What follows belongs to an exercise in optimizing a design on an open flow for small area and few clock cycles per item; a production flow would make more cautious choices.
Only simulation tests tie the RTL to the original design; equivalence was not proved.
Power and IR drop assume default switching activity.

==> flow/design.v (excerpt) <==
module length_prefixed_request_deframer_top (
  input  logic                           clk_i,
  input  logic                           rst_ni,
  input  logic                           s_axis_tvalid,
  output logic                           s_axis_tready,
  input  logic [lprd_pkg::ByteW-1:0]     s_axis_tdata,    
  output logic                           m_axis_tvalid,
  input  logic                           m_axis_tready,
  output logic [lprd_pkg::OutTdataW-1:0] m_axis_tdata,
  output logic                           m_axis_tlast,    
  output logic                           m_axis_tuser,    
  input  logic                           cfg_we_i,
  input  logic [lprd_pkg::CfgIdxW-1:0]   cfg_index_i,
  input  logic [lprd_pkg::WordW-1:0]     cfg_wdata_i
);
  lprd_pkg::lprd_limits_t     limits_q;
  logic             in_valid, step;
  logic [ByteW-1:0] in_byte;
  lprd_pkg::lprd_result_t     result;
  always_ff @(posedge clk_i or negedge rst_ni) begin
    if (!rst_ni) begin
      limits_q.max_frame_bytes <= MaxFrameBytesRst;
      limits_q.max_arguments   <= MaxArgumentsRst;
    end else if (cfg_we_i) begin
      if (cfg_index_i == CfgMaxFrameBytes) begin
        limits_q.max_frame_bytes <= cfg_wdata_i;
      end else begin
        limits_q.max_arguments   <= cfg_wdata_i;
      end
    end
  end
  assign step = in_valid && m_axis_tready;
  lprd_in_reg u_in_reg (
    .clk_i     (clk_i),
    .rst_ni    (rst_ni),
    .s_valid_i (s_axis_tvalid),
    .s_ready_o (s_axis_tready),
    .s_data_i  (s_axis_tdata),
    .take_i    (m_axis_tready),
    .valid_o   (in_valid),
    .data_o    (in_byte)
  ...
For scale: ~1100 cells after synthesis, roughly 130 I/O pins.
clock: 7.0 ns
lec_check: 0
cap_margin: 20
core_margin: 2
core_utilization: 40
slew_margin: 20
standard.sh (not shown) runs the stock make flow with config.mk's settings and CLKGATE_MAP_FILE= SYNTH_SCRIPT=/design/flow/synth_recipe.tcl, a recipe that flattens the netlist after the stock synthesis.
==> flow/flow/run.sh <==
#!/bin/bash
# The standard layout (standard.sh: the standard flow's synthesis and ORFS steps, unchanged), with
# smaller port buffers and a clock tree of fewer buffers and no dummy loads.
# Each tool's output goes to the ORFS logs under orfs/logs; make's goes to standard.log.
set -euo pipefail
export BUFFER_PORTS_ARGS="-buffer_cell sky130_fd_sc_hd__buf_1"
export CTS_ARGS="-sink_clustering_enable -repair_clock_nets -dont_use_dummy_load -buf_list {sky130_fd_sc_hd__clkbuf_4} -sink_clustering_size 12 -sink_clustering_max_diameter 40"
bash standard.sh > standard.log 2>&1
Testbench counts at the start, summed over its fixed seeds: cycles 28,313, items 28,305.
Next try:
--- a/flow/flow/run.sh
+++ b/flow/flow/run.sh
@@ -7 +7 @@
-export CTS_ARGS="-sink_clustering_enable -repair_clock_nets -dont_use_dummy_load -buf_list {sky130_fd_sc_hd__clkbuf_4} -sink_clustering_size 12 -sink_clustering_max_diameter 40"
+export CTS_ARGS="-sink_clustering_enable -repair_clock_nets -dont_use_dummy_load -buf_list {sky130_fd_sc_hd__clkbuf_4 sky130_fd_sc_hd__clkbuf_8} -sink_clustering_size 14 -sink_clustering_max_diameter 45"
Outcome: The changed run produced a clean layout. Fmax stays flat. Worst setup slack gains 0.014 ns. Routed wire length is about the same. Sequential share of layout area goes down by 0.49 points. Critical path depth is unchanged. Combinational power is about the same. Design area grows by 1.1%. Final cell count goes down by 0.44%.
Next try:
--- a/flow/flow/run.sh
+++ b/flow/flow/run.sh
@@ -7 +7 @@
-export CTS_ARGS="-sink_clustering_enable -repair_clock_nets -dont_use_dummy_load -buf_list {sky130_fd_sc_hd__clkbuf_4 sky130_fd_sc_hd__clkbuf_8} -sink_clustering_size 14 -sink_clustering_max_diameter 45"
+export CTS_ARGS="-sink_clustering_enable -repair_clock_nets -dont_use_dummy_load -buf_list {sky130_fd_sc_hd__clkbuf_8} -sink_clustering_size 16 -sink_clustering_max_diameter 50"
After rerunning:
- The new run produced a clean layout
- maximum frequency is about the same
- non-clock buffer count stays the same
- routed wire length is about the same
- core utilization is lower by 0.17 points
- clock skew is higher by 0.023 ns
- cell count is about the same
- global-route usage hardly moves

* * *

length_prefixed_request_deframer_top, a different RTL version from the one above (not shown whole).
Size in the first run: roughly 1,000 cells after synthesis, ~210 flip-flops, ~130 I/O pins, about 12,000 sq um of cells after synthesis.
// length_prefixed_request_deframer_top
module length_prefixed_request_deframer_top (
  input  logic                           clk_i,
  input  logic                           rst_ni,
  input  logic                           s_axis_tvalid,
  output logic                           s_axis_tready,
  input  logic [lprd_pkg::ByteW-1:0]     s_axis_tdata,    
  output logic                           m_axis_tvalid,
  input  logic                           m_axis_tready,
  output logic [lprd_pkg::OutTdataW-1:0] m_axis_tdata,
  output logic                           m_axis_tlast,    
  output logic                           m_axis_tuser,    
  input  logic                           cfg_we_i,
  input  logic [lprd_pkg::CfgIdxW-1:0]   cfg_index_i,
  input  logic [lprd_pkg::WordW-1:0]     cfg_wdata_i
);
clock: 7.0 ns
lec_check: 0
cap_margin: 20
core_margin: 2
core_utilization: 40
slew_margin: 20
==> flow/flow/run.sh <==
#!/bin/bash
# The standard layout (standard.sh: the standard flow's synthesis and ORFS steps, unchanged), with
# smaller port buffers and a clock tree without dummy loads. Each tool's output goes to
# the ORFS logs under orfs/logs; make's own output goes to standard.log here.
set -euo pipefail
export BUFFER_PORTS_ARGS="-buffer_cell sky130_fd_sc_hd__buf_1"
export CTS_ARGS="-sink_clustering_enable -repair_clock_nets -dont_use_dummy_load"
bash standard.sh > standard.log 2>&1
The first run finished with timing, DRC and antenna clean.
Testbench counts at the start, summed over its fixed seeds: cycles 28,313, items 28,305.
==> next run, changes <==
==> flow/flow/run.sh (replaced) <==
#!/bin/bash
# The standard layout (standard.sh: the standard flow's synthesis and ORFS steps, unchanged), with
# smaller port buffers, a clock tree of fewer, smaller buffers and no dummy loads, and
# ORFS's power recovery (downsizing cells off the critical paths) after global routing.
# Each tool's output goes to the ORFS logs under orfs/logs; make's goes to standard.log.
set -euo pipefail
export BUFFER_PORTS_ARGS="-buffer_cell sky130_fd_sc_hd__buf_1"
export CTS_ARGS="-sink_clustering_enable -repair_clock_nets -dont_use_dummy_load -buf_list {sky130_fd_sc_hd__clkbuf_8} -sink_clustering_size 16 -sink_clustering_max_diameter 50"
export RECOVER_POWER=100
bash standard.sh > standard.log 2>&1
Settings changed: CORE_UTILIZATION 40 to 65.
Result: Now the flow finished but fails on max-capacitance violations, max-slew violations. Worst hold slack improved by 0.0069 ns. Worst setup slack got worse by 0.016 ns. Routed wire length is lower by 8.9%. Design area is lower by 4.2%. Die area is lower by 38%. Sequential power barely changes. Total power is lower by 13%. Utilization is higher by 26 points. Combinational power is lower by about 3%. Area after synthesis is unchanged. Non-clock buffer count is lower by 3.
==> next run, changes <==
==> flow/flow/run.sh (replaced) <==
#!/bin/bash
# The standard layout (standard.sh: the standard flow's synthesis and ORFS steps, unchanged), with
# smaller port buffers and a clock tree without dummy loads. Each tool's output goes to
# the ORFS logs under orfs/logs; make's own output goes to standard.log here.
set -euo pipefail
export BUFFER_PORTS_ARGS="-buffer_cell sky130_fd_sc_hd__buf_1"
export CTS_ARGS="-sink_clustering_enable -repair_clock_nets -dont_use_dummy_load -buf_list {sky130_fd_sc_hd__clkbuf_16} -sink_clustering_size 30 -sink_clustering_max_diameter 100"
bash standard.sh > standard.log 2>&1
Settings changed: CORE_UTILIZATION 65 to 40.
What happened: This time the run finished with timing, DRC and antenna clean; worst setup slack is worse by 0.0072 ns; critical path depth stays the same; combinational power increases by about 4%; routed wire length increases by 8.6%; non-clock buffer count increases by 2; global-route usage decreases by 9.4 points; cell area increases by 1.9%; via count decreases by 0.40%.
==> next run, changes <==
==> flow/flow/run.sh (replaced) <==
#!/bin/bash
# The standard layout (standard.sh: the standard flow's synthesis and ORFS steps, unchanged), with
# smaller port buffers and a clock tree of fewer buffers and no dummy loads.
# Each tool's output goes to the ORFS logs under orfs/logs; make's goes to standard.log.
set -euo pipefail
export BUFFER_PORTS_ARGS="-buffer_cell sky130_fd_sc_hd__buf_1"
export CTS_ARGS="-sink_clustering_enable -repair_clock_nets -dont_use_dummy_load -buf_list {sky130_fd_sc_hd__clkbuf_8} -sink_clustering_size 16 -sink_clustering_max_diameter 50"
bash standard.sh > standard.log 2>&1
The changed run finished clean; wire length went up by 1.2%; setup slack improved by 0.013 ns; cell count went up by about 1%; non-clock buffer count is unchanged.
==> next run, changes <==
==> flow/flow/run.sh (replaced) <==
#!/bin/bash
# The standard layout (standard.sh: the standard flow's synthesis and ORFS steps, unchanged), with
# smaller port buffers and a clock tree without dummy loads. Each tool's output goes to
# the ORFS logs under orfs/logs; make's own output goes to standard.log here.
set -euo pipefail
export BUFFER_PORTS_ARGS="-buffer_cell sky130_fd_sc_hd__buf_1"
export CTS_ARGS="-sink_clustering_enable -repair_clock_nets -dont_use_dummy_load -buf_list {sky130_fd_sc_hd__clkbuf_8} -sink_clustering_size 20 -sink_clustering_max_diameter 60"
bash standard.sh > standard.log 2>&1
The changed run passed the timing, DRC and antenna checks.
Flip-flop and latch count is unchanged.
Combinational power hardly moves.
Wire length goes down slightly.
Cell area goes down slightly.
Clock power goes down by about a fifth.
Utilization goes down by 0.35 points.
Synthesized cell count stays the same.
Final cell count goes down slightly.
==> next run, changes <==
--- a/flow/flow/run.sh
+++ b/flow/flow/run.sh
@@ -6,3 +6,3 @@
 export BUFFER_PORTS_ARGS="-buffer_cell sky130_fd_sc_hd__buf_1"
-export CTS_ARGS="-sink_clustering_enable -repair_clock_nets -dont_use_dummy_load -buf_list {sky130_fd_sc_hd__clkbuf_8} -sink_clustering_size 20 -sink_clustering_max_diameter 60"
+export CTS_ARGS="-sink_clustering_enable -repair_clock_nets -dont_use_dummy_load -buf_list {sky130_fd_sc_hd__clkbuf_4}"
 bash standard.sh > standard.log 2>&1
Effect: The changed run finished with timing, DRC and antenna clean; critical path depth is unchanged; hold slack stays flat; clock power came out higher by 30%; core utilization came out higher by 0.63 points; synthesized cell count stays the same; area after synthesis stays the same; routed wire length came out higher by 1.3%; cell area came out higher by 1.4%; non-clock buffer count is unchanged; global-route usage came out higher by 0.43 points.

separate check: timing with driven ports:
In the flow no input, the clock included, has a driving cell. The finished layouts below were timed again as built, in two steps.
Step 1 sets driving cells, clkbuf_16 on the clock port and buf_2 on the other inputs (assumed; they add their load-dependent delay and slew).
Step 2 times the ports against the registers' clock, not the clock port: input delays grow and output delays shrink by t, the midpoint of the rising clock arrivals with the driver on.
a / b / c = ideal ports / drivers / drivers and shift; a / b = the first two.
run	t (ns)	slack for setup (ns)	worst setup path after step 2	cell pins on the clock port's net
the first run of note 1	0.635	0.247 / 0.247 / 0.247	register to register	1
the second run of note 1	0.602	0.261 / 0.261 / 0.261	register to register	1
the third run of note 1	0.575	0.268 / 0.268 / 0.268	register to register	1
the first run of note 2	0.548	0.230 / 0.230 / 0.230	register to register	1
the second run of note 2	0.551	0.214 / 0.214 / 0.214	register to register	1
the third run of note 2	0.498	0.207 / 0.207 / 0.207	register to register	1
the fourth run of note 2	0.573	0.219 / 0.219 / 0.219	register to register	1
the fifth run of note 2	0.544	0.209 / 0.209 / 0.209	register to register	1
the sixth run of note 2	0.682	0.231 / 0.231 / 0.231	register to register	1
